This design comes from an exercise in tuning for small area and a short achievable clock period on the open sky130 flow, not from production work. Where RTL was checked, it was by simulation tests only, not by an equivalence proof against the original. Only the layout flow was run in run 6; the RTL was not checked for function there. Power figures rest on the tool's default switching activity, not on a simulated workload.

==> flow/design.v <==
package ex_pkg;
	localparam int XLEN = 32;
	typedef logic [XLEN-1:0] word_t;
	typedef logic [4:0]      reg_addr_t;
	typedef logic [11:0]     csr_addr_t;
	typedef logic [6:0]      opcode_t;
	typedef logic [2:0]      funct3_t;
	localparam opcode_t OPC_OP     = 7'b0110011;
	localparam opcode_t OPC_OP_IMM = 7'b0010011;
	localparam opcode_t OPC_LOAD   = 7'b0000011;
	localparam opcode_t OPC_STORE  = 7'b0100011;
	localparam opcode_t OPC_BRANCH = 7'b1100011;
	localparam opcode_t OPC_JAL    = 7'b1101111;
	localparam opcode_t OPC_JALR   = 7'b1100111;
	localparam opcode_t OPC_LUI    = 7'b0110111;
	localparam opcode_t OPC_AUIPC  = 7'b0010111;
	localparam opcode_t OPC_SYSTEM = 7'b1110011;
	localparam funct3_t F3_ADD  = 3'b000;
	localparam funct3_t F3_SLL  = 3'b001;
	localparam funct3_t F3_SLT  = 3'b010;
	localparam funct3_t F3_SLTU = 3'b011;
	localparam funct3_t F3_XOR  = 3'b100;
	localparam funct3_t F3_SR   = 3'b101;  
	localparam funct3_t F3_OR   = 3'b110;
	localparam funct3_t F3_AND  = 3'b111;
	localparam funct3_t F3_BEQ  = 3'b000;
	localparam funct3_t F3_BNE  = 3'b001;
	localparam funct3_t F3_BLT  = 3'b100;
	localparam funct3_t F3_BGE  = 3'b101;
	localparam funct3_t F3_BLTU = 3'b110;
	localparam funct3_t F3_BGEU = 3'b111;
	localparam funct3_t F3_LB  = 3'b000;
	localparam funct3_t F3_LH  = 3'b001;
	localparam funct3_t F3_LW  = 3'b010;
	localparam funct3_t F3_LBU = 3'b100;
	localparam funct3_t F3_LHU = 3'b101;
	localparam funct3_t F3_SB = 3'b000;
	localparam funct3_t F3_SH = 3'b001;
	localparam funct3_t F3_SW = 3'b010;
	localparam funct3_t F3_CSRRW  = 3'b001;
	localparam funct3_t F3_CSRRS  = 3'b010;
	localparam funct3_t F3_CSRRC  = 3'b011;
	localparam funct3_t F3_CSRRWI = 3'b101;
	localparam funct3_t F3_CSRRSI = 3'b110;
	localparam funct3_t F3_CSRRCI = 3'b111;
	typedef union packed {
		struct packed {
			logic [6:0] funct7;
			reg_addr_t  rs2;
			reg_addr_t  rs1;
			funct3_t    funct3;
			reg_addr_t  rd;
			opcode_t    opcode;
		} r_fmt;
		struct packed {
			logic [11:0] imm12;
			reg_addr_t   rs1;  
			funct3_t     funct3;
			reg_addr_t   rd;
			opcode_t     opcode;
		} i_fmt;
		struct packed {
			logic [6:0] imm_hi;
			reg_addr_t  rs2;
			reg_addr_t  rs1;
			funct3_t    funct3;
			logic [4:0] imm_lo;
			opcode_t    opcode;
		} s_fmt;
	} rv_inst_u;
	typedef struct packed {
		rv_inst_u  inst;
		word_t     inst_addr;
		word_t     op1;
		word_t     op2;
		word_t     op1_jump;
		word_t     op2_jump;
		word_t     reg1_data;
		word_t     reg2_data;
		logic      reg_wr_en;
		reg_addr_t reg_wr_addr;
		logic      csr_wr_en;
		csr_addr_t csr_wr_addr;
		word_t     csr_data;  
	} ex_in_t;
	typedef struct packed {
		logic  req;
		logic  wr_en;
		word_t rd_addr;
		word_t wr_addr;
		word_t wdata;
	} mem_req_t;
	typedef struct packed {
		logic      reg_wr_en;
		reg_addr_t reg_wr_addr;
		word_t     reg_data;
		logic      csr_wr_en;
		csr_addr_t csr_wr_addr;
		word_t     csr_data;
	} wb_t;
	typedef struct packed {
		logic  flag;
		word_t addr;
	} jump_t;
endpackage
module ex_add #(
	parameter int ARCH = 1
) (
	input  logic [31:0] a_i,
	input  logic [31:0] b_i,
	input  logic        ci_i,
	output logic [31:0] s_o,
	output logic [31:0] p_o,
	output logic        co_o
);
	logic [31:0] g0, p0;
	logic [31:0] gl [0:9];
	logic [31:0] pl [0:9];
	logic [31:0] gc;  
	assign p0 = a_i ^ b_i;
	assign g0 = (a_i & b_i) | {31'd0, p0[0] & ci_i};
	always_comb begin
		for (int l = 0; l < 10; l++) begin
			gl[l] = '0;
			pl[l] = '0;
		end
		gl[0] = g0;
		pl[0] = p0;
		gc    = '0;
		if (ARCH == 0) begin
			for (int l = 0; l < 5; l++) begin
				gl[l+1] = gl[l];
				pl[l+1] = pl[l];
				for (int i = 0; i < 32; i++) begin
					if (i >= (1 << l)) begin
						gl[l+1][i] = gl[l][i] | (pl[l][i] & gl[l][i-(1<<l)]);
						pl[l+1][i] = pl[l][i] & pl[l][i-(1<<l)];
					end
				end
			end
			gc = gl[5];
		end else if (ARCH == 1) begin
			for (int l = 0; l < 5; l++) begin
				gl[l+1] = gl[l];
				pl[l+1] = pl[l];
				for (int i = 0; i < 32; i++) begin
					if (((i >> l) & 1) == 1) begin
						gl[l+1][i] = gl[l][i] | (pl[l][i] & gl[l][((i >> l) << l) - 1]);
						pl[l+1][i] = pl[l][i] & pl[l][((i >> l) << l) - 1];
					end
				end
			end
			gc = gl[5];
		end else begin
			for (int l = 0; l < 5; l++) begin
				gl[l+1] = gl[l];
				pl[l+1] = pl[l];
				for (int i = 0; i < 32; i++) begin
					if (((i + 1) % (2 << l)) == 0) begin
						gl[l+1][i] = gl[l][i] | (pl[l][i] & gl[l][i-(1<<l)]);
						pl[l+1][i] = pl[l][i] & pl[l][i-(1<<l)];
					end
				end
			end
			for (int k = 0; k < 4; k++) begin
				int l;
				l = 3 - k;
				gl[k+6] = gl[k+5];
				pl[k+6] = pl[k+5];
				for (int i = 0; i < 32; i++) begin
					if (i >= (2 << l) && ((i + 1) % (2 << l)) == (1 << l)) begin
						gl[k+6][i] = gl[k+5][i] | (pl[k+5][i] & gl[k+5][i-(1<<l)]);
						pl[k+6][i] = pl[k+5][i] & pl[k+5][i-(1<<l)];
					end
				end
			end
			gc = gl[9];
		end
	end
	assign s_o  = p0 ^ {gc[30:0], ci_i};
	assign p_o  = p0;
	assign co_o = gc[31];
endmodule
module ex_stage (
	input  logic        clk,
	input  logic        arst_n_i,
	input  logic [306:0] ex_in_flat_i,  
	input  logic [31:0] mem_rdata_i,
	input  logic        irq_i,
	input  logic [31:0] irq_addr_i,
	output logic [97:0] mem_flat_o,    
	output logic [82:0] wb_flat_o,     
	output logic [32:0] jump_flat_o    
);
	logic [31:0] inst, op1, op2, opj1, opj2, rs1, rs2, csrd;
	logic        rwe, cwe;
	logic [4:0]  rwa;
	logic [11:0] cwa;
	assign inst = ex_in_flat_i[306:275];
	assign op1  = ex_in_flat_i[242:211];
	assign op2  = ex_in_flat_i[210:179];
	assign opj1 = ex_in_flat_i[178:147];
	assign opj2 = ex_in_flat_i[146:115];
	assign rs1  = ex_in_flat_i[114:83];
	assign rs2  = ex_in_flat_i[82:51];
	assign rwe  = ex_in_flat_i[50];
	assign rwa  = ex_in_flat_i[49:45];
	assign cwe  = ex_in_flat_i[44];
	assign cwa  = ex_in_flat_i[43:32];
	assign csrd = ex_in_flat_i[31:0];
	logic [6:0] opc;
	logic [2:0] f3;
	assign opc = inst[6:0];
	assign f3  = inst[14:12];
	logic is_op_any, is_link, is_lui, is_load, is_store, is_branch, is_jump, is_system;
	assign is_op_any = (opc == ex_pkg::OPC_OP) || (opc == ex_pkg::OPC_OP_IMM);
	assign is_link   = (opc == ex_pkg::OPC_JAL) || (opc == ex_pkg::OPC_JALR) || (opc == ex_pkg::OPC_AUIPC);
	assign is_lui    = opc == ex_pkg::OPC_LUI;
	assign is_load   = opc == ex_pkg::OPC_LOAD;
	assign is_store  = opc == ex_pkg::OPC_STORE;
	assign is_branch = opc == ex_pkg::OPC_BRANCH;
	assign is_jump   = (opc == ex_pkg::OPC_JAL) || (opc == ex_pkg::OPC_JALR);
	assign is_system = opc == ex_pkg::OPC_SYSTEM;
	logic ld_ok, st_ok, csr_ok;
	assign ld_ok  = !(f3 == 3'd3 || f3 == 3'd6 || f3 == 3'd7);
	assign st_ok  = !f3[2] && !(f3[1] && f3[0]);
	assign csr_ok = f3[1:0] != 2'd0;
	localparam int ARCH_ALU = 1;
	localparam int ARCH_AT  = 1;
	localparam bit JGATE    = 1'b1;
	logic [31:0] sum, diff, add_p, sub_p;
	logic        add_co, sub_co;
	logic        ltu, lt, eq;
	ex_add #(.ARCH(ARCH_ALU)) u_add (
		.a_i  (op1),
		.b_i  (op2),
		.ci_i (1'b0),
		.s_o  (sum),
		.p_o  (add_p),
		.co_o (add_co)
	);
	ex_add #(.ARCH(ARCH_ALU)) u_sub (
		.a_i  (op1),
		.b_i  (~op2),
		.ci_i (1'b1),
		.s_o  (diff),
		.p_o  (sub_p),
		.co_o (sub_co)
	);
	assign ltu = !sub_co;
	assign lt  = ltu ^ op1[31] ^ op2[31];
	assign eq  = &sub_p;  
	logic [4:0]  sh;
	logic [31:0] sh_in, sh_out, sh_rev;
	logic        fill;
	assign sh   = inst[5] ? rs2[4:0] : inst[24:20];
	assign fill = inst[14] && inst[30] && rs1[31];
	always_comb begin
		for (int i = 0; i < 32; i++) sh_in[i] = inst[14] ? rs1[i] : rs1[31-i];
	end
	assign sh_out = 32'($signed({fill, sh_in}) >>> sh);
	always_comb begin
		for (int i = 0; i < 32; i++) sh_rev[i] = sh_out[31-i];
	end
	logic [31:0] alu;
	always_comb begin
		case (f3)
			3'd0:    alu = (inst[5] && inst[30]) ? diff : sum;  
			3'd1:    alu = sh_rev;
			3'd2:    alu = {31'd0, lt};
			3'd3:    alu = {31'd0, ltu};
			3'd4:    alu = op1 ^ op2;
			3'd5:    alu = sh_out;
			3'd6:    alu = op1 | op2;
			default: alu = op1 & op2;
		endcase
	end
	logic [11:0] imm;
	logic [31:0] at_a, at_b, at_sum, at_p, addr, target;
	logic        at_co;
	assign imm  = {inst[31:25], inst[5] ? inst[11:7] : inst[24:20]};
	assign at_a = inst[6] ? opj1 : rs1;
	assign at_b = inst[6] ? opj2 : {{20{imm[11]}}, imm};
	ex_add #(.ARCH(ARCH_AT)) u_at_add (
		.a_i  (at_a),
		.b_i  (at_b),
		.ci_i (1'b0),
		.s_o  (at_sum),
		.p_o  (at_p),
		.co_o (at_co)
	);
	assign addr   = at_sum;
	assign target = at_sum;
	logic [1:0] ld_lo, st_lo;
	assign ld_lo = rs1[1:0] + inst[21:20];
	assign st_lo = rs1[1:0] + inst[8:7];
	logic [7:0]  ld_byte;
	logic [15:0] ld_half;
	logic [31:0] ld_data;
	always_comb begin
		case (ld_lo)
			2'd0:    ld_byte = mem_rdata_i[7:0];
			2'd1:    ld_byte = mem_rdata_i[15:8];
			2'd2:    ld_byte = mem_rdata_i[23:16];
			default: ld_byte = mem_rdata_i[31:24];
		endcase
	end
	assign ld_half = ld_lo[1] ? mem_rdata_i[31:16] : mem_rdata_i[15:0];
	always_comb begin
		case (f3)
			3'd0:    ld_data = {{24{ld_byte[7]}}, ld_byte};
			3'd1:    ld_data = {{16{ld_half[15]}}, ld_half};
			3'd2:    ld_data = mem_rdata_i;
			3'd4:    ld_data = {24'd0, ld_byte};
			3'd5:    ld_data = {16'd0, ld_half};
			default: ld_data = '0;
		endcase
	end
	logic [31:0] st_data;
	always_comb begin
		for (int k = 0; k < 4; k++) begin
			case (f3[1:0])
				2'd0:    st_data[8*k +: 8] = (st_lo == 2'(k)) ? rs2[7:0] : mem_rdata_i[8*k +: 8];
				2'd1:    st_data[8*k +: 8] = (st_lo[1] == k[1]) ? rs2[8*(k%2) +: 8] : mem_rdata_i[8*k +: 8];
				default: st_data[8*k +: 8] = rs2[8*k +: 8];
			endcase
		end
	end
	logic [31:0] csr_src, csr_w;
	assign csr_src = f3[2] ? {27'd0, inst[19:15]} : rs1;
	always_comb begin
		case (f3[1:0])
			2'd1:    csr_w = csr_src;
			2'd2:    csr_w = csrd | csr_src;
			2'd3:    csr_w = csrd & ~csr_src;
			default: csr_w = '0;
		endcase
	end
	logic [31:0] reg_data;
	always_comb begin
		reg_data = '0;
		if (is_op_any)             reg_data = alu;
		if (is_link)               reg_data = sum;
		if (is_lui)                reg_data = op1;
		if (is_load)               reg_data = ld_data;
		if (is_system && csr_ok)   reg_data = csrd;
	end
	logic taken;
	always_comb begin
		case (f3)
			3'd0:    taken = eq;
			3'd1:    taken = !eq;
			3'd4:    taken = lt;
			3'd5:    taken = !lt;
			3'd6:    taken = ltu;
			3'd7:    taken = !ltu;
			default: taken = 1'b0;
		endcase
	end
	logic        jflag;
	logic [31:0] jaddr;
	assign jflag = irq_i || is_jump || (is_branch && taken);
	assign jaddr = irq_i ? irq_addr_i : ((JGATE || jflag) ? target : '0);
	logic req0, wen0;
	assign req0 = (is_load && ld_ok) || (is_store && st_ok);
	assign wen0 = is_store && st_ok;
	logic        q_req, q_wen, q_wen0;
	logic [31:0] q_addr, q_wdata;
	logic        q_rwe, q_cwe;
	logic [4:0]  q_rwa;
	logic [11:0] q_cwa;
	logic [31:0] q_rdata, q_cdata;
	logic        q_jflag;
	logic [31:0] q_jaddr;
	always_ff @(posedge clk or negedge arst_n_i) begin
		if (!arst_n_i) begin
			q_req   <= 1'b0;
			q_wen   <= 1'b0;
			q_wen0  <= 1'b0;
			q_addr  <= '0;
			q_wdata <= '0;
			q_rwe   <= 1'b0;
			q_rwa   <= '0;
			q_rdata <= '0;
			q_cwe   <= 1'b0;
			q_cwa   <= '0;
			q_cdata <= '0;
			q_jflag <= 1'b0;
			q_jaddr <= '0;
		end else begin
			q_req   <= req0 && !irq_i;
			q_wen   <= wen0 && !irq_i;
			q_wen0  <= wen0;
			q_addr  <= req0 ? addr : '0;
			q_wdata <= wen0 ? st_data : '0;
			q_rwe   <= rwe && !irq_i;
			q_rwa   <= rwa;
			q_rdata <= reg_data;
			q_cwe   <= cwe && !irq_i;
			q_cwa   <= cwa;
			q_cdata <= is_system ? csr_w : '0;
			q_jflag <= jflag;
			q_jaddr <= jaddr;
		end
	end
	assign mem_flat_o  = {q_req, q_wen, q_addr, q_addr & {32{q_wen0}}, q_wdata};
	assign wb_flat_o   = {q_rwe, q_rwa, q_rdata, q_cwe, q_cwa, q_cdata};
	assign jump_flat_o = {q_jflag, JGATE ? (q_jaddr & {32{q_jflag}}) : q_jaddr};
endmodule
==> flow/flow/run.sh <==
#!/bin/bash
set -e
rm -rf scripts_mod
cp -r "$FLOW_HOME/scripts" scripts_mod
printf 'strash\ndch\nmap -a\ntopo\nstime -c\nbuffer -c\nupsize -c\ndnsize -c\n' > scripts_mod/abc_area.script
export BUFFER_PORTS_ARGS="-buffer_cell sky130_fd_sc_hd__buf_1"
bash standard.sh SCRIPTS_DIR="$PWD/scripts_mod" ABC_AREA=1 ABC_CLOCK_PERIOD_IN_PS=3000 ADDER_MAP_FILE= finish > standard.log 2>&1
==> flow/standard.sh <==
#!/bin/bash
# synth_recipe.tcl (not shown) runs the flow's synth.tcl, then flattens the netlist and writes it again
# the make line also repeats each setting of config.mk as NAME=value (left out here)
make -C /OpenROAD-flow-scripts/flow DESIGN_CONFIG=/design/flow/config.mk WORK_HOME=/design/flow/orfs CLKGATE_MAP_FILE= SYNTH_SCRIPT=/design/flow/synth_recipe.tcl "${@:-finish}"
==> flow/config.mk <==
export PLATFORM = sky130hd
export DESIGN_NAME = ex_stage
export DESIGN_NICKNAME = ex_stage
export VERILOG_FILES = /design/flow/design.v
export SDC_FILE = /design/flow/constraint.sdc
export NUM_CORES = 4
export LEC_CHECK = 0
export CAP_MARGIN = 20
export CORE_MARGIN = 2
export CORE_UTILIZATION = 40
export SETUP_SLACK_MARGIN = 1.0
export SLEW_MARGIN = 20
==> flow/constraint.sdc <==
create_clock -name core_clock -period 5.0 [get_ports {clk}]
set_input_delay 1.0000 -clock core_clock [delete_from_list [all_inputs] [get_ports {clk}]]
set_output_delay 1.0000 -clock core_clock [all_outputs]
set_load 0.01 [all_outputs]
==> results of run 1 <==
==> synthesized netlist by cell type, types with 6 or more instances <==
library cell / n / share of area, %
a21oi_1: 295 / 9.0
inv_1: 413 / 9.4
clkbuf_1: 106 / 2.4
dfrtp_1: 183 / 28
o22ai_1: 17 / 0.65
clkinv_1: 10 / 0.23
nor2_1: 460 / 11
nor3_1: 18 / 0.55
buf_1: 9 / 0.21
inv_2: 12 / 0.27
o211ai_1: 28 / 1.3
o221ai_1: 23 / 1.2
o2111ai_1: 45 / 2.4
xor2_1: 58 / 3.1
a211oi_1: 22 / 1.0
xnor2_1: 18 / 0.96
o21ai_1: 19 / 0.58
a221oi_1: 27 / 1.4
buf_2: 9 / 0.27
nand2_1: 395 / 9.0
mux2i_1: 10 / 0.61
a22oi_1: 43 / 2.0
o221a_2: 6 / 0.41
o21ai_0: 295 / 9.0
nand4_1: 7 / 0.27
buf_4: 7 / 0.32
nand3_1: 32 / 0.97
a31oi_1: 37 / 1.4
==> worst paths after layout <==
path	cells past startpoint	slack (ns)	to	from
max in group asynchronous	2	3.71	q_wdata[31]	arst_n_i
min in group core_clock	1	0.59	q_cwa[8]	ex_in_flat_i[40]
worst min-delay path	2	0.52	q_cdata[18]	arst_n_i
worst max-delay path	21	1.10	q_rdata[27]	ex_in_flat_i[185]
==> state kept, by name, summed over array words and instances (netlist names) <==
| register | count |
|---|---|
| q_wdata | 32 |
| q_wen | 1 |
| q_wen0 | 1 |
| q_req | 1 |
| q_rdata | 32 |
| q_cwa | 12 |
| q_cdata | 32 |
| q_rwa | 5 |
| q_jflag | 1 |
| q_cwe | 1 |
| q_jaddr | 32 |
| q_rwe | 1 |
| q_addr | 32 |
==> what timing repair did <==
action | in CTS | in global routing
resized for setup | 6 | 78
setup endpoints to repair | 9 | 47
gates cloned | 0 | 2
setup buffers | 1 | 16
pin swaps | 1 | 20
==> critical path, cell delays in order <==
cell and delay [ns]:
buf_1 0.22, nor2_1 0.13, nor2_2 0.24, inv_1 0.12
nor2_1 0.11, inv_1 0.08, o221ai_1 0.25, nor2_4 0.12
inv_2 0.08, nand4_1 0.12, nand2_4 0.14, inv_2 0.07
nor3_4 0.33, o21ai_2 0.14, nor2_2 0.15, a21oi_1 0.08
xor2_1 0.17, o211ai_1 0.19, o2111ai_1 0.13, a22oi_1 0.22
o2111ai_1 0.15
==> cell type report <==
class	instances	area (um^2)	share of cell area, %
Clock buffer	17	425	2.08
Timing Repair Buffer	659	2950	14.5
Antenna cell	8	20.0	0.0980
Timing Repair inverter	2	10.0	0.0490
Tap cell	532	666	3.26
Inverter	435	1650	8.09
Sequential cell	183	4580	22.4
Multi-Input combinational cell	1906	9940	48.6
Clock inverter	15	191	0.937
==> where the power goes <==
part	leakage [nW]	total (W)	internal [W]	switching, W
Combinational	6.53	0.00185	0.000570	0.00128
Sequential	2.45	0.00156	0.00154	0.0000177
Clock	0.299	0.00145	0.000685	0.000762
Total	9.27	0.00485	0.00279	0.00206
==> cells by family after synthesis <==
family / after synthesis / synth area share, %
simple gates: 934 / 22.3
compound gates: 883 / 31.8
buf+inv: 566 / 13.2
flops: 183 / 27.9
xor+xnor: 76 / 4.05
mux: 10 / 0.609
fa+ha+maj: 3 / 0.198
==> through the flow <==
stage / instances / power [W] / hold WS (ns)
2_1_floorplan: 2655 / 0.00262 / 0.704
3_3_place_gp: 3698 / 0.00331 / 1.10
4_1_cts: 3731 / 0.00477 / 0.570
3_5_place_dp: 3698 / 0.00332 / 1.10
6_report: 3757 / 0.00485 / 0.515
5_1_grt: 3752 / 0.00510 / 0.577
==> routing by layer <==
layer  GRT usage [%]  wire length (um)  vias up
met1            52.7             36000    10128
met2            64.2             40500     1308
met3            7.35              8590      246
li1                -                 -     9926
met4            25.7              6120        2
met5               0                13        -
==> impl_metrics.tcl, run 1 <==
set metrics [dict create \
    layout_min_cycle_time_ns 3.90 \
    grt_pass1_vias 19469 \
    wl_mm 91.3 \
    fin_setup_tns_ns 0 \
    wl_per_cell_um 24.3 \
    grt_max_degree 135 \
    drc_errors 0 \
    num_vias 21610 \
    placed_area_um2 19400 \
    cts_made_buffers 17 \
    grt-ovfl-total 0 \
    grt_pass1_wl_mm 127 \
    syn_to_final_growth_pct 24.3 \
    drive_above_1_share_pct 7.80 \
    cp.required_ns 5.36 \
    cts_root_buf "clkbuf_16" \
    cts_tree "done" \
    antenna_found_initial 6 \
    synth-seq-cells 183 \
    pre_cts_ws_ns 0.183 \
    max_freq_mhz 256 \
    cts_buffer_depth 2 \
    fp.dieArea_um2 42700 \
    p_per_area_nw_per_um2 238 \
    utilization_pct 50.2 \
    setup_viol 0 \
    final_common_cell "buf_1" \
    cts_hold_buf 0 \
    drt_iter0_markers 2538 \
    clock-sinks 183 \
    yosysUniqueCellTypes 56 \
    viasPerCell 5.75 \
    critPathLaunchType "input port" \
    critPathKind "in -> reg" \
    drt_first_pass_iters 6 \
    status "timing/DRC/antenna clean" \
    mappedNetlistArea_um2 16400 \
    dpl.hpwl_mm 74.3 \
    leakage_nw 9.27 \
    grt_usage_pct 41.1 \
    netlist_instances 2655 \
    die_h_um 207 \
    rsz0062_at_grt "true" \
    drv_cap 0 \
    chipWidth_um 207 \
    ant_nets 0 \
    synth_edf_count 0 \
    coreArea_um2 40700 \
    clkTransAtPathRegs_ns 0.08 \
    gp_congestion 1.07 \
    vdd_drop_max_mv 0.166 \
    crit_fanout 5 \
    synthFlopType "dfrtp_1" \
    setup_slack_ns 1.10 \
    fillers 4371 \
    final_cell_mix "543 x buf_1, 438 x nor2_1, 403 x inv_1, 392 x nand2_1, 287 x o21ai_0" \
    ys_async_sr_fraction_pct 100 \
    worst-slew-pin-transition_ns 1.05 \
    portBuffers 555 \
    finalHoldViolCount 0 \
    avgSynthCellArea_um2 6.19 \
    num_rows 74 \
    drv_slew 0 \
    hold_class "in -> async" \
    io_pins 588 \
    start_util_pct 40.4 \
    fin_area_um2 20400 \
    fin_crit_sh_pct 78.1 \
    synth_nets 3029 \
    htree_levels 4 \
    slew_headroom_pct 29.4 \
    yosys_warnings 4 \
    end_kind "flip-flop" \
    yosysSeqAreaShare_pct 27.9 \
    final_nets 3578 \
    cp_data_arrival_time_ns 4.26 \
]
==> run 2: changes to the inputs <==
--- a/flow/config.mk
+++ b/flow/config.mk
@@ -9,4 +9,4 @@
 export CORE_MARGIN = 2
 export CORE_UTILIZATION = 40
-export SETUP_SLACK_MARGIN = 1.0
+export SETUP_SLACK_MARGIN = 1.5
 export SLEW_MARGIN = 20
==> run 2 against run 1 <==
  * Still clean on timing, DRC and antenna
  * Synthesized cell count did not move
  * Flip-flop and latch count unchanged
  * Synthesized area stayed put
  * Largest power group unchanged
==> impl_metrics.tcl, run 2 <==
set metrics [dict create \
    status "timing/DRC/antenna clean" \
    syn_to_final_growth_pct 32.5 \
    gp_congestion 1.06 \
    netlist_instances 2655 \
    fin_area_um2 21800 \
    rsz0062_at_grt "true" \
    ys_async_sr_fraction_pct 100 \
    yosys_warnings 4 \
    drt_first_pass_iters 8 \
    max_freq_mhz 283 \
    grt-ovfl-total 0 \
    final_cell_mix "529 x buf_1, 406 x nor2_1, 386 x nand2_1, 382 x inv_1, 255 x a21oi_1" \
    setup_viol 0 \
    layout_min_cycle_time_ns 3.53 \
    fin_crit_sh_pct 70.7 \
    slew_headroom_pct 29.5 \
    clock-sinks 183 \
    htree_levels 4 \
    power_w 0.00509 \
    cp.required_ns 5.33 \
    drv_cap 0 \
    dpl.hpwl_mm 74.8 \
    utilization_pct 53.5 \
    drc_errors 0 \
    grt_max_degree 106 \
    synthFlopType "dfrtp_1" \
    clkTransAtPathRegs_ns 0.09 \
    synth-seq-cells 183 \
    yosysUniqueCellTypes 56 \
    ant_nets 0 \
    synth_top_cell_area_share_pct 27.9 \
    fin_setup_tns_ns 0 \
    synth.most_common_cell "nor2_1" \
    cts_made_buffers 17 \
    synth_edf_count 0 \
    die_h_um 207 \
    crit_fanout 2 \
    coreArea_um2 40700 \
    hold_slack_ns 0.561 \
    cts_buffer_depth 2 \
    fp.dieArea_um2 42700 \
    leakage_nw 9.85 \
    grt_pass1_wl_mm 130 \
    final_nets 3639 \
    avgSynthCellArea_um2 6.19 \
    num_vias 22183 \
    wl_per_cell_um 24.7 \
    cts_root_buf "clkbuf_16" \
    chipWidth_um 207 \
    synth_nets 3029 \
    synth_area_leaders "dfrtp_1 28%, nor2_1 11%, inv_1 9.4%, nand2_1 9.0%, a21oi_1 9.0%" \
    worst-slew-pin-transition_ns 1.05 \
    p_per_area_nw_per_um2 234 \
    drv_slew 0 \
    critPathLaunchType "input port" \
    cp_data_arrival_time_ns 3.87 \
    final_common_cell "buf_1" \
    hold_class "in -> async" \
    critPathKind "in -> reg" \
    placed_area_um2 19300 \
    io_pins 588 \
    antenna_found_initial 12 \
    vdd_drop_max_mv 0.163 \
    viasPerCell 5.80 \
    start_util_pct 40.4 \
    fillers 4269 \
    grt_usage_pct 42.0 \
    synth_top_area_cell "dfrtp_1" \
    drt_iter0_markers 2213 \
    wl_mm 94.4 \
    drive_above_1_share_pct 14.4 \
    cts_hold_buf 0 \
    yosysSeqAreaShare_pct 27.9 \
    synth_commonest_cells "460 x nor2_1, 413 x inv_1, 395 x nand2_1, 295 x a21oi_1, 295 x o21ai_0" \
    end_kind "flip-flop" \
    cts_tree "done" \
    grt_pass1_vias 19917 \
    portBuffers 555 \
    mappedNetlistArea_um2 16400 \
    finalHoldViolCount 0 \
    num_rows 74 \
]
run 2: cell types whose count changed in the layout (fill, tap and decap cells not counted), sizes merged:
| cell | before | now |
|---|---|---|
| clkbuf | 28 | 30 |
| clkinvlp | 7 | 2 |
| diode | 8 | 14 |
| bufbuf | 0 | 1 |
| buf | 648 | 707 |
| clkinv | 16 | 14 |
| inv | 429 | 435 |
run 2: repair_timing:
item / in CTS / in global routing
gates cloned: 2 / 1
endpoints found under the setup margin: 72 / 60
buffers inserted: 47 / 39
pin swaps: 35 / 82
resized for setup: 133 / 248
run 2: per-layer routing:
layer / routed length [um] / share of wire [%] / global-route usage (%) / up-vias
li1: - / - / - / 10073
met2: 41900 / 44 / 65.1 / 1389
met1: 36200 / 38 / 53.3 / 10440
met5: 13 / 0.014 / 0 / -
met4: 6750 / 7.1 / 27.6 / 2
met3: 9560 / 10 / 8.23 / 279
run 2: cell families (layout without fill, tap and decap cells):
logic type,count (synthesis),count (layout),share of synthesized area (%)
AND/OR/NAND/NOR,934,934,22.3
AO/OA/AOI/OAI,883,883,31.8
buffers and inverters,566,1189,13.2
flip-flops,183,183,27.9
XOR/XNOR,76,76,4.05
multiplexers,10,10,0.609
adder cells (fa/ha/maj),3,3,0.198
other,0,14,0
run 2: worst max path at each step:
stage | slack, ns | endpoint | cells past startpoint | from
2_1_floorplan | 1.50 | q_rdata[27] | 22 | ex_in_flat_i[179]
3_3_place_gp | 0.38 | q_rdata[0] | 26 | ex_in_flat_i[212]
3_5_place_dp | 0.40 | q_rdata[0] | 26 | ex_in_flat_i[212]
4_1_cts | 1.35 | q_rdata[27] | 23 | ex_in_flat_i[211]
5_1_grt | 1.33 | q_jaddr[31] | 23 | ex_in_flat_i[280]
6_report | 1.47 | q_rdata[29] | 24 | ex_in_flat_i[196]
run 2: where the power goes:
part	leakage, nW	internal [W]	switching [W]	total, W
Combinational	7.11	0.000681	0.00138	0.00206
Clock	0.298	0.000689	0.000785	0.00147
Sequential	2.45	0.00154	0.0000187	0.00156
Total	9.85	0.00291	0.00219	0.00509
run 2: worst max-delay path: stages:
cell       delay, ns
buf_4           0.11
inv_4           0.04
nor2_4          0.15
inv_2           0.06
a21oi_2         0.19
nor2_1          0.07
nor2_1          0.16
a21oi_1         0.10
inv_1           0.10
a21oi_2         0.08
a21oi_2         0.18
a21oi_2         0.12
inv_2           0.09
nand2_2         0.06
nand2_4         0.10
a31oi_4         0.03
buf_4           0.18
a21oi_2         0.17
xor2_1          0.17
inv_1           0.07
o211ai_1        0.15
o2111ai_1       0.13
a22oi_1         0.18
o2111ai_1       0.15
run 2: final cells by class:
class                           instances  area, um^2  area share, %
Antenna cell                           14        35.0          0.161
Clock buffer                           17         425           1.95
Clock inverter                         15         189          0.867
Inverter                              435        1690           7.76
Multi-Input combinational cell       1906       10600           48.7
Sequential cell                       183        4580           21.0
Tap cell                              532         666           3.06
Timing Repair Buffer                  721        3580           16.4
Timing Repair inverter                  1        6.26         0.0287
run 2: through the flow:
stage,setup slack (ns),std cells
floorplan,1.50,2655
global placement,0.385,3689
detailed placement,0.403,3689
CTS,1.35,3770
global route,1.33,3819
finish,1.47,3824
==> run 3: changes to the inputs <==
==> flow/flow/run.sh (replaced) <==
#!/bin/bash
set -e
rm -rf scripts_mod
cp -r "$FLOW_HOME/scripts" scripts_mod
printf 'strash\ndch\nmap -a\ntopo\nstime -c\nbuffer -c\nupsize -c\ndnsize -c\n' > scripts_mod/abc_area.script
export BUFFER_PORTS_ARGS="-buffer_cell sky130_fd_sc_hd__buf_1"
bash standard.sh SCRIPTS_DIR="$PWD/scripts_mod" ABC_AREA=1 ABC_CLOCK_PERIOD_IN_PS=3000 finish > standard.log 2>&1
--- a/flow/config.mk
+++ b/flow/config.mk
@@ -9,4 +9,4 @@
 export CORE_MARGIN = 2
 export CORE_UTILIZATION = 40
-export SETUP_SLACK_MARGIN = 1.5
+export SETUP_SLACK_MARGIN = 1.0
 export SLEW_MARGIN = 20
==> run 3 against run 2 <==
  * Non-clock buffer count fell by 51
  * Critical endpoint is now q_rdata[30]
  * Still clean on timing, DRC and antenna
  * Flip-flop and latch count unchanged
  * Setup slack worse by 0.36 ns
  * Wire length decreased by 2.9%
==> impl_metrics.tcl, run 3 <==
set metrics [dict create \
    status "timing/DRC/antenna clean" \
    cts_hold_buf 0 \
    drv_slew 0 \
    layout_min_cycle_time_ns 3.89 \
    dp.cells 3605 \
    avgSynthCellArea_um2 6.74 \
    grt-ovfl-total 0 \
    swShare_pct 42.6 \
    power.share.clock_pct 29.3 \
    viasPerCell 5.73 \
    critPathLaunchType "input port" \
    grt_pass1_vias 19804 \
    critPathKind "in -> reg" \
    cts_root_buf "clkbuf_16" \
    cts_buffer_depth 2 \
    cts_tree "done" \
    yosysSeqAreaShare_pct 26.6 \
    crit_family "compound AO/OA/AOI/OAI gates" \
    end_kind "flip-flop" \
    cp_num_buf_inv 6 \
    final-seq-area_um2 4580 \
    crit_path_frequent_cell "inv_2" \
    num_vias 20992 \
    syn_to_final_growth_pct 24.0 \
    hold_class "in -> async" \
    dpl.hpwl_mm 74.7 \
    coreArea_um2 42200 \
    cp_data_arrival_time_ns 4.26 \
    drt_first_pass_iters 6 \
    num_rows 75 \
    comb_power_share_pct 39.3 \
    synth_area_leaders "dfrtp_1 27%, nand2_1 9.4%, ha_1 9.2%, a21oi_1 7.8%, inv_1 7.8%" \
    yosysUniqueCellTypes 58 \
    io_pins 588 \
    power_w 0.00497 \
    pre_cts_ws_ns 0.364 \
    htree_levels 4 \
    routed.top_layer "met5" \
    crit_chain "buf_4 -> ha_4 -> inv_2 -> fa_2 -> o21bai_4 -> a21oi_4 -> nand3b_1 -> nor2_2 -> nor2_4 -> inv_2 -> nand3_2 -> nand3_4 -> nand4_2 -> inv_2 -> nor2_4 -> inv_2 -> a221oi_2 -> xor2_1 -> o211ai_1 -> a41oi_1 -> a221oi_1 -> buf_4 -> o211ai_1" \
    fp.dieArea_um2 44700 \
    grt_pass1_wl_mm 130 \
    fin_setup_tns_ns 0 \
    fillers 4492 \
    intPower_w 0.00286 \
    rsz0062_at_grt "true" \
    slew_headroom_pct 29.7 \
    wl_per_cell_um 25.0 \
    max_stage_delay_ns 0.32 \
    ys_async_sr_fraction_pct 100 \
    finalHoldViolCount 0 \
    die_h_um 211 \
    drv_cap 0 \
    vdd_drop_max_mv 0.200 \
    slowest_stage "a221oi_2" \
    synth_nets 3070 \
    final_nets 3619 \
    grt_max_degree 80 \
    crit_fanout 4 \
    wl_mm 91.7 \
    clkTransAtPathRegs_ns 0.09 \
    leakage_nw 9.93 \
    path_depth 23 \
    antenna_found_initial 14 \
    portBuffers 555 \
    wirelength_met1_mm 36.3 \
    power_switching_w 0.00212 \
    drive_above_1_share_pct 8.22 \
    netlist_instances 2554 \
    cts_made_buffers 17 \
    synthFlopType "dfrtp_1" \
    synth-seq-cells 183 \
    synth_top_cell_area_share_pct 26.6 \
    gp_congestion 1.05 \
    max_freq_mhz 257 \
    multi_input_area_um2 10900 \
    synth_commonest_cells "432 x nand2_1, 358 x inv_1, 315 x nor2_1, 269 x a21oi_1, 255 x o21ai_0" \
    start_util_pct 40.7 \
    p_per_area_nw_per_um2 233 \
    synth_top_area_cell "dfrtp_1" \
    drc_errors 0 \
    grt_usage_pct 40.2 \
    setup_slack_ns 1.11 \
    cp.required_ns 5.37 \
    worst-slew-pin-transition_ns 1.05 \
    final_common_cell "buf_1" \
    drt_iter0_markers 2344 \
    synth_edf_count 0 \
    chipWidth_um 211 \
    final_cell_mix "541 x buf_1, 431 x nand2_1, 349 x inv_1, 307 x nor2_1, 260 x a21oi_1" \
    ant_nets 0 \
    final_cell_count_no_fill 3665 \
    setup_viol 0 \
    clock-sinks 183 \
    met2_wirelength_mm 40.5 \
    synth.most_common_cell "nand2_1" \
    yosys_warnings 4 \
    wl_met3_mm 8.20 \
    fin_crit_sh_pct 77.8 \
    seq_power_share_pct 31.4 \
    utilization_pct 50.5 \
    mappedNetlistArea_um2 17200 \
]
run 3: cell types whose count changed in the layout (fill, tap and decap cells not counted), moves of 17 or more:
cell / previous run / this run
inv_1: 382 / 349
ha_1: 0 / 122
nor2_2: 32 / 7
nor2_4: 24 / 3
o21ai_0: 231 / 248
o21ai_2: 26 / 4
buf_4: 159 / 105
a21oi_2: 37 / 7
nand2_1: 386 / 431
nor2_1: 406 / 307
o21ai_1: 58 / 33
run 3: area by class of cell:
cell class                      instances  share of cell area, %
Multi-Input combinational cell       1856                   51.3
Sequential cell                       183                   21.5
Clock buffer                           17                   1.99
Clock inverter                         15                  0.897
Antenna cell                           10                  0.117
Tap cell                              539                   3.16
Timing Repair Buffer                  670                   14.5
Inverter                              375                   6.64
run 3: kinds of logic after synthesis:
kind of cell | count (synthesis) | share of synthesized area [%]
AO/OA/AOI/OAI | 828 | 28.7
XOR/XNOR | 60 | 3.05
adder cells (fa/ha/maj) | 142 | 11.0
buffers and inverters | 515 | 11.5
flip-flops | 183 | 26.6
multiplexers | 5 | 0.291
AND/OR/NAND/NOR | 821 | 18.9
run 3: metrics by stage:
stage / hold slack [ns] / area (um^2)
after global placement: 1.07 / 20300
after detailed placement: 1.08 / 20300
after floorplan: 0.704 / 17300
final: 0.526 / 21300
after global routing: 0.569 / 21300
after CTS: 0.525 / 21000
run 3: what timing repair did:
| item | in CTS | in global routing |
|---|---|---|
| endpoints found under the setup margin | 8 | 51 |
| gates cloned | 0 | 0 |
| setup buffers | 4 | 14 |
| pin swaps | 3 | 26 |
| resized for setup | 5 | 67 |
run 3: power groups by stage:
stage / clock (W) / sequential [W] / combinational [W]
2_1_floorplan: 0 / 0.00159 / 0.00109
3_3_place_gp: 0 / 0.00159 / 0.00181
3_5_place_dp: 0 / 0.00159 / 0.00183
4_1_cts: 0.00148 / 0.00156 / 0.00185
5_1_grt: 0.00154 / 0.00157 / 0.00213
6_report: 0.00146 / 0.00156 / 0.00196
run 3: worst paths after layout:
kind                              startpoint     endpoint  slack (ns)
hold / removal                      arst_n_i  q_rdata[26]        0.53
max in group asynchronous           arst_n_i   q_wdata[3]        3.59
setup / recovery           ex_in_flat_i[211]  q_rdata[30]        1.11
min in group core_clock     ex_in_flat_i[41]     q_cwa[9]        0.58
run 3: routing by layer:
layer	track usage, %	up-vias
li1	-	9656
met1	50.7	9863
met2	61.9	1201
met3	8.07	264
met4	27.6	8
met5	0	-
==> run 4: changes to the inputs <==
==> flow/flow/run.sh (replaced) <==
#!/bin/bash
set -e
rm -rf scripts_mod
cp -r "$FLOW_HOME/scripts" scripts_mod
printf 'strash\ndch\nmap -a\ntopo\n' > scripts_mod/abc_area.script
export BUFFER_PORTS_ARGS="-buffer_cell sky130_fd_sc_hd__buf_1"
bash standard.sh SCRIPTS_DIR="$PWD/scripts_mod" ABC_AREA=1 ABC_CLOCK_PERIOD_IN_PS=3000 finish > standard.log 2>&1
==> run 4 against run 3 <==
  * Sequential power is essentially flat
  * Flip-flop and latch count is the same
  * Die area fell by 3.5%
  * Power increased by 2.5%
  * Critical path depth is 2 higher
  * Synthesized area shrank 3.6%
  * Synthesized cell count decreased by 5.3%
  * Global-route usage up 1.6 points
  * Worst hold slack improved by 0.023 ns
  * Non-clock buffer count rose by 57
  * Final area up 3.2%
  * Critical path type unchanged
  * Critical endpoint is now q_rdata[25]
==> impl_metrics.tcl, run 4 <==
set metrics [dict create \
    chipWidth_um 208 \
    final_nets 3676 \
    cp_data_arrival_time_ns 4.31 \
    end_kind "flip-flop" \
    ys_async_sr_fraction_pct 100 \
    synth_top_cell_area_share_pct 27.6 \
    grt-ovfl-total 0 \
    avgSynthCellArea_um2 6.86 \
    yosysUniqueCellTypes 40 \
    hold_slack_ns 0.549 \
    grt_pass1_vias 20623 \
    setup_viol 0 \
    mappedNetlistArea_um2 16600 \
    fp.dieArea_um2 43100 \
    power_w 0.00510 \
    cp.required_ns 5.36 \
    hold_class "in -> async" \
    cts_hold_buf 0 \
    portBuffers 555 \
    synth-seq-cells 183 \
    synth.most_common_cell "nand2_1" \
    die_h_um 208 \
    vdd_drop_max_mv 0.260 \
    final_cell_mix "534 x buf_1, 422 x nand2_1, 333 x clkinv_1, 303 x nor2_1, 256 x o21ai_0" \
    wl_per_cell_um 25.2 \
    cts_root_buf "clkbuf_16" \
    status "timing/DRC/antenna clean" \
    coreArea_um2 40900 \
    drt_first_pass_iters 6 \
    final_cell_count_no_fill 3712 \
    wl_mm 93.7 \
    max_freq_mhz 253 \
    worst-slew-pin-transition_ns 0.978 \
    ant_nets 0 \
    grt_pass1_wl_mm 133 \
    num_rows 74 \
    drc_errors 0 \
    htree_levels 4 \
    utilization_pct 53.8 \
    finalHoldViolCount 0 \
    yosys_warnings 4 \
    cts_buffer_depth 2 \
    synth_edf_count 0 \
    cts_tree "done" \
    netlist_instances 2419 \
    synthFlopType "dfrtp_1" \
    syn_to_final_growth_pct 32.8 \
    rsz0062_at_grt "true" \
    fin_setup_tns_ns 0 \
    crit_fanout 3 \
    start_util_pct 40.5 \
    drive_above_1_share_pct 12.1 \
    critPathLaunchType "input port" \
    max_stage_delay_ns 0.41 \
    synth_nets 2935 \
    drv_cap 0 \
    yosysSeqAreaShare_pct 27.6 \
    dp.cells 3655 \
    antenna_found_initial 7 \
    synth_area_leaders "dfrtp_1 28%, nand2_1 9.8%, ha_1 9.6%, o21ai_0 8.7%, clkinv_1 8.5%" \
    gp_congestion 1.03 \
    slew_headroom_pct 34.5 \
    clock-sinks 183 \
    cts_made_buffers 17 \
    grt_max_degree 100 \
    final_common_cell "buf_1" \
    synth_top_area_cell "dfrtp_1" \
    leakage_nw 9.17 \
    clkTransAtPathRegs_ns 0.08 \
    layout_min_cycle_time_ns 3.95 \
    drv_slew 0 \
    synth_commonest_cells "432 x nand2_1, 375 x clkinv_1, 317 x nor2_1, 287 x o21ai_0, 272 x a21oi_1" \
    num_vias 21567 \
    critPathKind "in -> reg" \
    slowest_stage "fa_2" \
    io_pins 588 \
    fin_crit_sh_pct 79.0 \
    viasPerCell 5.81 \
    p_per_area_nw_per_um2 232 \
    grt_usage_pct 41.7 \
    drt_iter0_markers 2461 \
    dpl.hpwl_mm 75.8 \
]
-- run 4: cell types whose count changed after synthesis, moves of 6 or more --
cell	previous run	this run
o21ai_0	255	287
buf_1	6	0
inv_1	358	0
inv_2	12	0
clkinv_1	5	375
buf_2	16	0
clkbuf_1	112	0
o21ai_1	30	0
-- run 4: where the power goes --
part	switching, W	internal [W]	leakage, nW	total (W)
Combinational	0.00139	0.000712	6.43	0.00210
Clock	0.000710	0.000722	0.298	0.00143
Sequential	0.0000238	0.00154	2.45	0.00156
Total	0.00213	0.00298	9.17	0.00510
-- run 4: final timing paths --
check	startpoint	slack, ns	endpoint
max in group asynchronous	arst_n_i	3.36	q_addr[2]
min in group core_clock	ex_in_flat_i[39]	0.62	q_cwa[7]
min	arst_n_i	0.55	q_cdata[15]
max	ex_in_flat_i[211]	1.05	q_rdata[25]
-- run 4: layout make-up --
| type | instances | area, um^2 |
|---|---|---|
| fillers | 4194 | 18900 |
| multi-input cells | 1856 | 11200 |
| flip-flops and latches | 183 | 4580 |
| repair buffers | 727 | 3550 |
| inverters | 375 | 1440 |
| well taps | 532 | 666 |
| clock buffers | 18 | 429 |
| clock inverters | 14 | 179 |
| diodes | 7 | 17.5 |
-- run 4: through the flow --
step           setup WS, ns  instance area (um^2)
6_report               1.05                 22000
2_1_floorplan         0.931                 16700
3_3_place_gp         0.0724                 20700
5_1_grt               0.889                 22000
3_5_place_dp         0.0297                 20700
4_1_cts               0.942                 21500
-- run 4: layer usage --
metal / share of wire, % / GRT usage, % / routed length (um) / vias up
met1: 38 / 50.8 / 35600 / 10164
met2: 46 / 67.4 / 42700 / 1320
met3: 9.7 / 9.55 / 9060 / 285
met5: 0.013 / 0 / 12 / -
li1: - / - / - / 9796
met4: 6.7 / 25.3 / 6240 / 2
-- run 4: worst max-delay path: cells and delay by family --
kind            cells  cell delay (ns)
fa+ha+maj           2             0.54
buf+inv             7             0.71
compound gates      7             1.12
simple gates        8             0.86
xor+xnor            1             0.06
-- run 4: kinds of logic after synthesis --
family	count (synthesis)	synth area share, %
and+or+nand+nor	821	19.4
buffers and inverters	380	8.71
adders and majority gates	142	11.4
xor gates and xnor gates	60	3.17
AOI/OAI and AO/OA	828	29.5
DFF	183	27.6
muxes	5	0.302
-- run 4: timing repair --
| action | 4_1_cts | 5_1_grt |
|---|---|---|
| pin swaps | 6 | 47 |
| gates resized for setup | 55 | 145 |
| hold endpoints to repair | 0 | 0 |
| endpoints found under the setup margin | 45 | 55 |
| setup buffers | 5 | 13 |
==> run 5: changes to the inputs <==
==> flow/flow/run.sh (replaced) <==
#!/bin/bash
export BUFFER_PORTS_ARGS="-buffer_cell sky130_fd_sc_hd__buf_1"
bash standard.sh > standard.log 2>&1
==> run 5 against run 4 <==
  * Critical path type unchanged
  * Clock power up 7%
  * Fmax down 0.59%
  * Synthesized area is 14% higher
==> impl_metrics.tcl, run 5 <==
set metrics [dict create \
    final-seq-area_um2 4580 \
    grt_usage_pct 41.4 \
    ys_async_sr_fraction_pct 100 \
    clock-sinks 183 \
    antenna_found_initial 12 \
    dpl.hpwl_mm 84.0 \
    fin_crit_sh_pct 79.4 \
    final_nets 3441 \
    clkTransAtPathRegs_ns 0.09 \
    portBuffers 555 \
    synth_top_area_cell "dfrtp_1" \
    synth-xor-area-share_pct 3.57 \
    start_util_pct 40.5 \
    vdd_drop_max_mv 0.275 \
    synth-simple-area-share_pct 18.4 \
    synth_edf_count 0 \
    drive_above_1_share_pct 11.1 \
    synth_area_leaders "dfrtp_1 24%, ha_1 8.4%, nand2_1 6.2%, mux2i_1 5.7%, nor2_1 4.8%" \
    multi_input_area_um2 13300 \
    fillers 4718 \
    status "timing/DRC/antenna clean" \
    drt_iter0_markers 3021 \
    syn_to_final_growth_pct 22.0 \
    synth_compound_area_share_pct 24.8 \
    final_cell_mix "548 x buf_1, 310 x nand2_1, 239 x nor2_1, 183 x dfrtp_1, 170 x a21oi_1" \
    drc_errors 0 \
    met2_usage_pct 63.7 \
    htree_levels 4 \
    leakage_nw 9.95 \
    grt-ovfl-total 0 \
    yosysSeqAreaShare_pct 24.3 \
    crit_path_frequent_cell "mux2i_1" \
    viasPerCell 6.23 \
    cp_num_buf_inv 2 \
    power_w 0.00532 \
    hold_class "in -> async" \
    cp.required_ns 5.45 \
    drt_first_pass_iters 7 \
    critPathLaunchType "input port" \
    crit_chain "buf_1 -> mux2_2 -> mux2i_1 -> mux2i_1 -> mux2i_1 -> a21oi_1 -> a21oi_1 -> a221oi_1 -> o211a_1 -> a211oi_1 -> buf_4" \
    cts_tree "done" \
    fp.dieArea_um2 48800 \
    max_freq_mhz 252 \
    ant_nets 0 \
    yosys_warnings 4 \
    crit_family "multiplexers" \
    p_per_area_nw_per_um2 232 \
    fin_setup_tns_ns 0 \
    io_pins 588 \
    synthFlopType "dfrtp_1" \
    slowest_stage "mux2_2" \
    cp_data_arrival_time_ns 4.42 \
    synth_nets 2888 \
    drv_cap 0 \
    setup_viol 0 \
    coreArea_um2 46600 \
    max_stage_delay_ns 0.61 \
    drv_slew 0 \
    grt_pass1_vias 21203 \
    avgSynthCellArea_um2 7.94 \
    synth-adder-area-share_pct 10.0 \
    critPathKind "in -> reg" \
    hold_slack_ns 0.457 \
    gr-usage-met1_pct 53.9 \
    synth_top_cell_area_share_pct 24.3 \
    synth_mux_area_share_pct 12.7 \
    final_common_cell "buf_1" \
    pre_cts_ws_ns 0.349 \
    grt_max_degree 82 \
    grt_pass1_wl_mm 149 \
    synth_commonest_cells "310 x nand2_1, 243 x nor2_1, 183 x dfrtp_1, 173 x a21oi_1, 153 x o21ai_0" \
    num_rows 79 \
    slew_headroom_pct 30.9 \
    synth.most_common_cell "nand2_1" \
    worst-slew-pin-transition_ns 1.04 \
    mappedNetlistArea_um2 18800 \
    wl_per_cell_um 29.4 \
    netlist_instances 2372 \
    crit_fanout 19 \
    chipWidth_um 221 \
    yosysUniqueCellTypes 92 \
    synth_top_family_by_area "compound AO/OA/AOI/OAI gates" \
    rsz0062_at_grt "true" \
    layout_min_cycle_time_ns 3.97 \
    wl_mm 104 \
    path_depth 11 \
    synth-seq-cells 183 \
    cts_buffer_depth 2 \
    gp_congestion 1.06 \
    met3_usage_pct 8.58 \
    num_vias 22157 \
    finalHoldViolCount 0 \
    cts_made_buffers 17 \
    cts_setup_buffers 0 \
    end_kind "flip-flop" \
    cts_hold_buf 0 \
    die_h_um 221 \
    grt.busiest_layer "met2" \
    setup_slack_ns 1.03 \
    cts_root_buf "clkbuf_16" \
]
## run 5: changes by cell type in the layout (fill, tap and decap cells not counted), moves of 71 or more
cell	before	now
a21oi_1	255	170
and2_1	0	73
clkinv_1	333	0
inv_1	0	118
mux2_2	0	71
mux2i_1	5	103
nand2_1	422	310
o21ai_0	256	151
## run 5: worst paths after layout
kind,from,to
hold / removal,arst_n_i,q_cwa[10]
max in group asynchronous,arst_n_i,q_rdata[21]
min in group core_clock,ex_in_flat_i[33],q_cwa[1]
setup / recovery,ex_in_flat_i[51],q_rdata[23]
## run 5: power breakdown
group / internal, W / switching, W
Clock: 0.000704 / 0.000829
Combinational: 0.000805 / 0.00142
Sequential: 0.00154 / 0.0000245
Total: 0.00305 / 0.00227
## run 5: routing by layer
metal / part of all wire, % / vias to the layer above
li1: - / 9651
met1: 40 / 10714
met2: 44 / 1480
met3: 9.9 / 310
met4: 6.3 / 2
met5: 0.012 / -
## run 5: what timing repair did
action,CTS,global route
endpoints found under the setup margin,17,41
endpoints found under the hold margin,0,0
resized for setup,5,26
pin swaps,0,5
## run 5: cells by family after synthesis
group	after synthesis
AOI/OAI and AO/OA	705
adders and majority gates	142
muxes	202
buffers and inverters	285
DFF	183
and+or+nand+nor	780
xor gates and xnor gates	75
## run 5: per-stage QoR
step | cells | util (%) | instance area, um^2
finish | 3557 | 49.4 | 23000
detailed placement | 3513 | 47.6 | 22200
global route | 3555 | 49.3 | 23000
floorplan | 2372 | - | 18900
CTS | 3545 | 49.1 | 22800
global placement | 3513 | 47.6 | 22200
## run 5: final cells by class
| class | instances | area share [%] |
|---|---|---|
| diodes | 12 | 0.131 |
| clock buffers | 17 | 1.85 |
| clock inverters | 15 | 0.980 |
| inverters | 121 | 1.98 |
| multi-input cells | 1904 | 57.7 |
| flip-flops and latches | 183 | 19.9 |
| well taps | 607 | 3.31 |
| repair buffers | 698 | 14.1 |
==> run 6: changes to the inputs <==
--- a/flow/design.v
+++ b/flow/design.v
@@ -228,5 +228,5 @@
 	localparam int ARCH_ALU = 1;
 	localparam int ARCH_AT  = 1;
-	localparam bit JGATE    = 1'b1;
+	localparam bit JGATE    = 1'b0;
 	logic [31:0] sum, diff, add_p, sub_p;
 	logic        add_co, sub_co;
==> run 6 against run 5 <==
  * First-iteration DRC count decreased by 18%
  * Critical endpoint is now q_jaddr[22]
  * Power shrank 2.8%
  * Final area decreased by 1.5%
  * Non-clock buffer count is 17 lower
  * Worst hold slack gained 0.0084 ns
  * Largest cell class unchanged
  * Synthesized area decreased by 2.5%
  * Cell count is 3.5% lower
  * Still clean on timing, DRC and antenna
==> impl_metrics.tcl, run 6 <==
set metrics [dict create \
    p_per_area_nw_per_um2 229 \
    io_pins 588 \
    ant_nets 0 \
    synthFlopType "dfrtp_1" \
    final_nets 3329 \
    seq_power_share_pct 29.4 \
    netlist_instances 2280 \
    fin_crit_sh_pct 80.3 \
    finalHoldViolCount 0 \
    synth_commonest_cells "289 x nand2_1, 227 x nor2_1, 184 x a21oi_1, 183 x dfrtp_1, 153 x o21ai_0" \
    ys_async_sr_fraction_pct 100 \
    grt_usage_pct 38.4 \
    leakage_nw 9.73 \
    synth_compound_area_share_pct 26.8 \
    power.share.clock_pct 29.3 \
    cts_buffer_depth 2 \
    final_common_cell "buf_1" \
    critPathKind "in -> reg" \
    drt_first_pass_iters 10 \
    drc_errors 0 \
    chipWidth_um 218 \
    max_freq_mhz 249 \
    start_util_pct 40.5 \
    synth_top_family_by_area "compound AO/OA/AOI/OAI gates" \
    clkTransAtPathRegs_ns 0.11 \
    worst-slew-pin-transition_ns 1.05 \
    synth_mux_area_share_pct 11.5 \
    yosys_warnings 4 \
    yosysUniqueCellTypes 79 \
    drt_iter0_markers 2467 \
    synth_top_cell_area_share_pct 24.9 \
    fin_setup_tns_ns 0 \
    synth_edf_count 0 \
    grt-ovfl-total 0 \
    grt_max_degree 111 \
    fp.dieArea_um2 47700 \
    synth_area_leaders "dfrtp_1 25%, ha_1 8.6%, nand2_1 5.9%, mux2i_1 5.1%, a21oi_1 5.0%" \
    cts_hold_buf 0 \
    die_h_um 218 \
    critPathLaunchType "input port" \
    status "timing/DRC/antenna clean" \
    mappedNetlistArea_um2 18400 \
    dpl.hpwl_mm 75.2 \
    synth-seq-cells 183 \
    cts_tree "done" \
    layout_min_cycle_time_ns 4.01 \
    num_vias 20853 \
    synth-simple-area-share_pct 16.4 \
    hold_class "in -> async" \
    synth-adder-area-share_pct 10.3 \
    drive_above_1_share_pct 11.8 \
    antenna_found_initial 10 \
    swShare_pct 41.6 \
    wl_mm 93.9 \
    rsz0062_at_grt "true" \
    intPower_w 0.00302 \
    htree_levels 4 \
    wl_per_cell_um 27.4 \
    gp_congestion 0.993 \
    slew_headroom_pct 29.9 \
    vdd_drop_max_mv 0.284 \
    grt_pass1_vias 19906 \
    setup_viol 0 \
    syn_to_final_growth_pct 23.2 \
    viasPerCell 6.07 \
    clock-sinks 183 \
    cp.required_ns 5.41 \
    power_switching_w 0.00215 \
    drv_slew 0 \
    cp_data_arrival_time_ns 4.42 \
    fillers 4578 \
    synth_top_area_cell "dfrtp_1" \
    drv_cap 0 \
    cts_made_buffers 17 \
    crit_fanout 6 \
    coreArea_um2 45400 \
    avgSynthCellArea_um2 8.06 \
    comb_power_share_pct 41.3 \
    final_cell_mix "545 x buf_1, 289 x nand2_1, 222 x nor2_1, 183 x dfrtp_1, 178 x a21oi_1" \
    cts_root_buf "clkbuf_16" \
    grt_pass1_wl_mm 134 \
    yosysSeqAreaShare_pct 24.9 \
    num_rows 78 \
    synth.most_common_cell "nand2_1" \
    synth-xor-area-share_pct 3.53 \
    power_w 0.00517 \
    portBuffers 555 \
    synth_nets 2796 \
    end_kind "flip-flop" \
]
run 6: cell count changes in the layout (fill, tap and decap cells not counted), sizes merged, moves of 12 or more:
cell | previous run | this run
a221o | 18 | 6
o31a | 6 | 25
nor2 | 244 | 227
nand2 | 310 | 289
a31oi | 47 | 14
mux2i | 110 | 94
and2 | 73 | 43
nor3 | 37 | 24
buf | 693 | 675
o211ai | 30 | 50
o31ai | 10 | 36
mux2 | 72 | 53
run 6: final cells by class:
cell class	count	area, um^2	area share [%]
multi-input combinational	1794	13000	57.2
tap	600	751	3.32
clock buffer	17	425	1.88
clock inverter	15	218	0.962
inverter	136	513	2.27
sequential	183	4580	20.2
antenna	8	20.0	0.0885
timing repair buffer	681	3170	14.0
run 6: metrics by stage:
step | setup WS, ns | cell area, um^2 | utilization [%] | hold slack (ns) | std cells
after floorplan | 0.998 | 18400 | - | 0.704 | 2280
after global placement | 0.101 | 21500 | 47.3 | 1.02 | 3383
after detailed placement | 0.105 | 21500 | 47.3 | 1.02 | 3383
after CTS | 0.997 | 22200 | 49.0 | 0.443 | 3420
after global routing | 0.912 | 22600 | 49.9 | 0.486 | 3433
final | 0.986 | 22600 | 49.9 | 0.466 | 3434
run 6: cells by family (layout without fill, tap and decap cells):
logic type,after synthesis,after routing
xor gates and xnor gates,74,74
muxes,172,172
DFF,183,183
AOI/OAI and AO/OA,717,717
buffers and inverters,303,849
adders and majority gates,142,142
other,0,8
and+or+nand+nor,689,689
run 6: repair_timing:
item | CTS | global route
hold endpoints to repair | 0 | 0
pin swaps | 4 | 14
gates resized for setup | 16 | 69
setup buffers | 4 | 5
endpoints found under the setup margin | 44 | 68
cloned | 1 | 1
run 6: worst max-delay path, cell delays in order:
cell and delay [ns]:
buf_8 0.11, inv_4 0.05, ha_4 0.11, inv_2 0.04, fa_2 0.39, nor3b_4 0.16, o31a_1 0.36, o311a_1 0.33
a31oi_1 0.21, a41oi_2 0.17, xnor2_1 0.15, or4_1 0.49, o211ai_2 0.13, o2111ai_4 0.16, buf_12 0.19, buf_12 0.15
o31ai_2 0.20
run 6: worst paths after layout:
| path | startpoint | end | slack [ns] | cells past startpoint |
|---|---|---|---|---|
| min in group core_clock | ex_in_flat_i[45] | q_rwa[0] | 0.58 | 1 |
| max in group asynchronous | arst_n_i | q_rdata[22] | 3.43 | 2 |
| worst max-delay path | ex_in_flat_i[211] | q_jaddr[22] | 0.99 | 17 |
| worst min-delay path | arst_n_i | q_wdata[0] | 0.47 | 1 |
run 6: layer usage:
| metal | global-route usage [%] | wire length (um) |
|---|---|---|
| met5 | 0 | 27 |
| met4 | 21.5 | 5610 |
| met3 | 7.59 | 7660 |
| met2 | 62.6 | 44100 |
| met1 | 47.4 | 36500 |
run 6: power groups by stage:
stage	Combinational, W	Sequential [W]	Clock (W)
2_1_floorplan	0.00123	0.00157	0
3_3_place_gp	0.00201	0.00155	0
3_5_place_dp	0.00202	0.00155	0
4_1_cts	0.00204	0.00152	0.00154
5_1_grt	0.00229	0.00152	0.00159
6_report	0.00214	0.00152	0.00151
==> run 7: changes to the inputs <==
--- a/flow/design.v
+++ b/flow/design.v
@@ -228,5 +228,5 @@
 	localparam int ARCH_ALU = 1;
 	localparam int ARCH_AT  = 1;
-	localparam bit JGATE    = 1'b0;
+	localparam bit JGATE    = 1'b1;
 	logic [31:0] sum, diff, add_p, sub_p;
 	logic        add_co, sub_co;
--- a/flow/config.mk
+++ b/flow/config.mk
@@ -9,4 +9,4 @@
 export CORE_MARGIN = 2
 export CORE_UTILIZATION = 40
-export SETUP_SLACK_MARGIN = 1.0
+export SETUP_SLACK_MARGIN = 1.5
 export SLEW_MARGIN = 20
==> run 7 against run 6 <==
  * Still clean on timing, DRC and antenna
  * Clock power grew 3%
  * Critical path depth fell by 4
  * Setup slack improved by 0.35 ns
  * Clock-buffer cell count is the same
  * Highest routed layer unchanged
  * Synthesized area increased by 2.5%
  * Non-clock buffer count is 40 higher
  * Global-route usage grew 2.0 points
  * Worst hold slack improved by 0.12 ns
  * Fmax rose by 9.5%
  * Power is 7.6% higher
==> impl_metrics.tcl, run 7 <==
set metrics [dict create \
    status "timing/DRC/antenna clean" \
    drt_first_pass_iters 10 \
    htree_levels 4 \
    synth-xor-area-share_pct 3.57 \
    cp.required_ns 5.39 \
    slew_headroom_pct 25.4 \
    layout_min_cycle_time_ns 3.67 \
    placed_area_um2 22100 \
    synth.most_common_cell "nand2_1" \
    viasPerCell 6.29 \
    clkTransAtPathRegs_ns 0.09 \
    synth_mux_area_share_pct 12.7 \
    vdd_drop_max_mv 0.256 \
    startpoint "ex_in_flat_i[280]" \
    endpoint "q_jaddr[16]" \
    cts_root_buf "clkbuf_16" \
    cts_made_buffers 17 \
    synth-seq-cells 183 \
    max_freq_mhz 273 \
    cp_data_arrival_time_ns 4.05 \
    die_h_um 221 \
    hold_class "in -> async" \
    critPathKind "in -> reg" \
    yosysUniqueCellTypes 92 \
    final_nets 3464 \
    slowest_stage "fa_2" \
    path_depth 13 \
    synth_area_leaders "dfrtp_1 24%, ha_1 8.4%, nand2_1 6.2%, mux2i_1 5.7%, nor2_1 4.8%" \
    crit_path_frequent_cell "fa_2" \
    num_rows 79 \
    grt-ovfl-total 0 \
    gp_congestion 1.06 \
    synthFlopType "dfrtp_1" \
    grt_pass1_wl_mm 146 \
    ys_async_sr_fraction_pct 100 \
    mappedNetlistArea_um2 18800 \
    ant_nets 0 \
    synth_edf_count 0 \
    synth_commonest_cells "310 x nand2_1, 243 x nor2_1, 183 x dfrtp_1, 173 x a21oi_1, 153 x o21ai_0" \
    wl_per_cell_um 28.8 \
    hold_slack_ns 0.582 \
    yosysSeqAreaShare_pct 24.3 \
    critPathLaunchType "input port" \
    wl_mm 103 \
    dpl.hpwl_mm 81.3 \
    final_cell_mix "522 x buf_1, 307 x nand2_1, 233 x nor2_1, 182 x dfrtp_1, 160 x a21oi_1" \
    clock-sinks 183 \
    io_pins 588 \
    grt_max_degree 73 \
    setup_viol 0 \
    power_w 0.00557 \
    synth_nets 2888 \
    synth_top_cell_area_share_pct 24.3 \
    dp.cells 3498 \
    yosys_warnings 4 \
    chipWidth_um 221 \
    drv_cap 0 \
    fin_setup_tns_ns 0 \
    portBuffers 555 \
    worst-slew-pin-transition_ns 1.12 \
    fin_area_um2 24100 \
    netlist_instances 2372 \
    final_cell_count_no_fill 3570 \
    num_vias 22441 \
    drt_iter0_markers 2959 \
    synth_top_family_by_area "compound AO/OA/AOI/OAI gates" \
    max_stage_delay_ns 0.45 \
    grt_pass1_vias 21408 \
    drive_above_1_share_pct 16.6 \
    crit_fanout 5 \
    syn_to_final_growth_pct 27.8 \
    final_common_cell "buf_1" \
    end_kind "flip-flop" \
    cts_hold_buf 0 \
    cts_buffer_depth 2 \
    fp.dieArea_um2 48800 \
    synth_top_area_cell "dfrtp_1" \
    coreArea_um2 46600 \
    start_util_pct 40.5 \
    synth-adder-area-share_pct 10.0 \
    fin_crit_sh_pct 73.3 \
    synth-simple-area-share_pct 18.4 \
    cp_num_buf_inv 3 \
    drc_errors 0 \
    antenna_found_initial 7 \
    finalHoldViolCount 0 \
    synth_compound_area_share_pct 24.8 \
    p_per_area_nw_per_um2 231 \
    crit_chain "clkbuf_16 -> mux2i_4 -> o21ai_2 -> ha_4 -> fa_2 -> a211oi_2 -> o21a_1 -> o31ai_4 -> a2111oi_4 -> inv_2 -> buf_6 -> fa_2 -> mux2_2" \
    leakage_nw 10.3 \
    rsz0062_at_grt "true" \
    cts_tree "done" \
    avgSynthCellArea_um2 7.94 \
    grt_usage_pct 40.3 \
    drv_slew 0 \
    crit_family "compound AO/OA/AOI/OAI gates" \
]
==> run 7: cell count changes after synthesis, sizes merged, moves of 20 or more <==
cell,before,now
a31oi,14,47
nand2,289,310
o211ai,50,30
and2,43,73
o31ai,36,10
==> run 7: kinds of logic after synthesis <==
family,after synthesis
multiplexers,202
flip-flops,183
AO/OA/AOI/OAI,705
AND/OR/NAND/NOR,780
XOR/XNOR,75
adder cells (fa/ha/maj),142
buffers and inverters,285
==> run 7: worst min path at each step <==
stage	slack [ns]	startpoint	endpoint	cells after the start
floorplan	0.70	arst_n_i	q_addr[0]	0
global placement	1.10	ex_in_flat_i[43]	q_cwa[11]	1
detailed placement	1.10	ex_in_flat_i[39]	q_cwa[7]	1
CTS	0.56	ex_in_flat_i[49]	q_rwa[4]	1
global route	0.57	ex_in_flat_i[43]	q_cwa[11]	1
finish	0.58	arst_n_i	q_cwa[2]	1
==> run 7: stage by stage <==
stage,utilization (%),setup slack [ns]
finish,51.7,1.33
global route,51.7,1.26
CTS,50.4,1.24
detailed placement,47.5,0.378
global placement,47.5,0.466
floorplan,-,1.06
==> run 7: layer usage <==
layer	wire length [um]	vias up	track usage [%]
li1	-	9692	-
met1	40100	10886	51.5
met2	46800	1525	64.9
met3	9580	328	8.19
met4	6130	10	19.9
met5	69	-	0
==> run 7: layout make-up <==
cell class / count / area (um^2)
diodes: 2 / 5.00
clock buffers: 17 / 425
clock inverters: 15 / 228
fillers: 4639 / 22500
inverters: 121 / 475
multi-input cells: 1904 / 14100
flip-flops and latches: 183 / 4580
well taps: 607 / 759
repair buffers: 721 / 3550
==> run 7: repair_timing <==
action,CTS,global route
endpoints found under the setup margin,71,61
setup buffers,24,14
pin swaps,36,48
gates resized for setup,108,129
==> run 7: power by group <==
group / leakage (nW) / internal (W) / switching, W
logic: 7.58 / 0.000938 / 0.00151
clock network: 0.312 / 0.000706 / 0.000846
registers: 2.44 / 0.00154 / 0.0000212
total: 10.3 / 0.00319 / 0.00238

==> afterwards: timing with drivers on the ports <==
The results above use ideal ports. As a check the final layouts listed here were re-extracted and re-timed, cells and wires unchanged. Step 1, drivers: a clkbuf_16 drives clk and a buf_2 each remaining input, both assumed. Step 2 moves the port delays by t, midway between the first and last clock arrival at a register: inputs arrive t later, outputs are due t later. That takes back most of the time a late clock gives input paths. Slacks: ideal ports / drivers / drivers and shift; pairs: ideal ports / drivers.
| run | shift t [ns] | setup WS [ns] | worst hold slack (ns) | worst setup path after step 2 | worst slew at a driven data input, ns |
|---|---|---|---|---|---|
| run 1 | 0.554 | 1.097 / 1.102 / 0.548 | 0.515 / 0.498 / 1.052 | input to register | 0.14 |
| run 2 | 0.530 | 1.466 / 1.430 / 0.900 | 0.561 / 0.528 / 1.058 | input to register | 0.16 |
| run 3 | 0.566 | 1.108 / 1.136 / 0.570 | 0.526 / 0.490 / 1.055 | input to register | 0.16 |
| run 4 | 0.527 | 1.052 / 1.053 / 0.526 | 0.549 / 0.515 / 1.042 | input to register | 0.16 |
| run 5 | 0.567 | 1.029 / 1.057 / 0.490 | 0.457 / 0.426 / 0.993 | input to register | 0.15 |
| run 6 | 0.570 | 0.986 / 1.006 / 0.436 | 0.466 / 0.434 / 1.004 | input to register | 0.13 |
| run 7 | 0.569 | 1.335 / 1.300 / 0.731 | 0.582 / 0.545 / 1.114 | input to register | 0.12 |
After both steps every run listed still meets setup and hold. The setup slack of run 7, which loses most, moves by -0.035 ns with the drivers and by -0.604 ns with both steps.
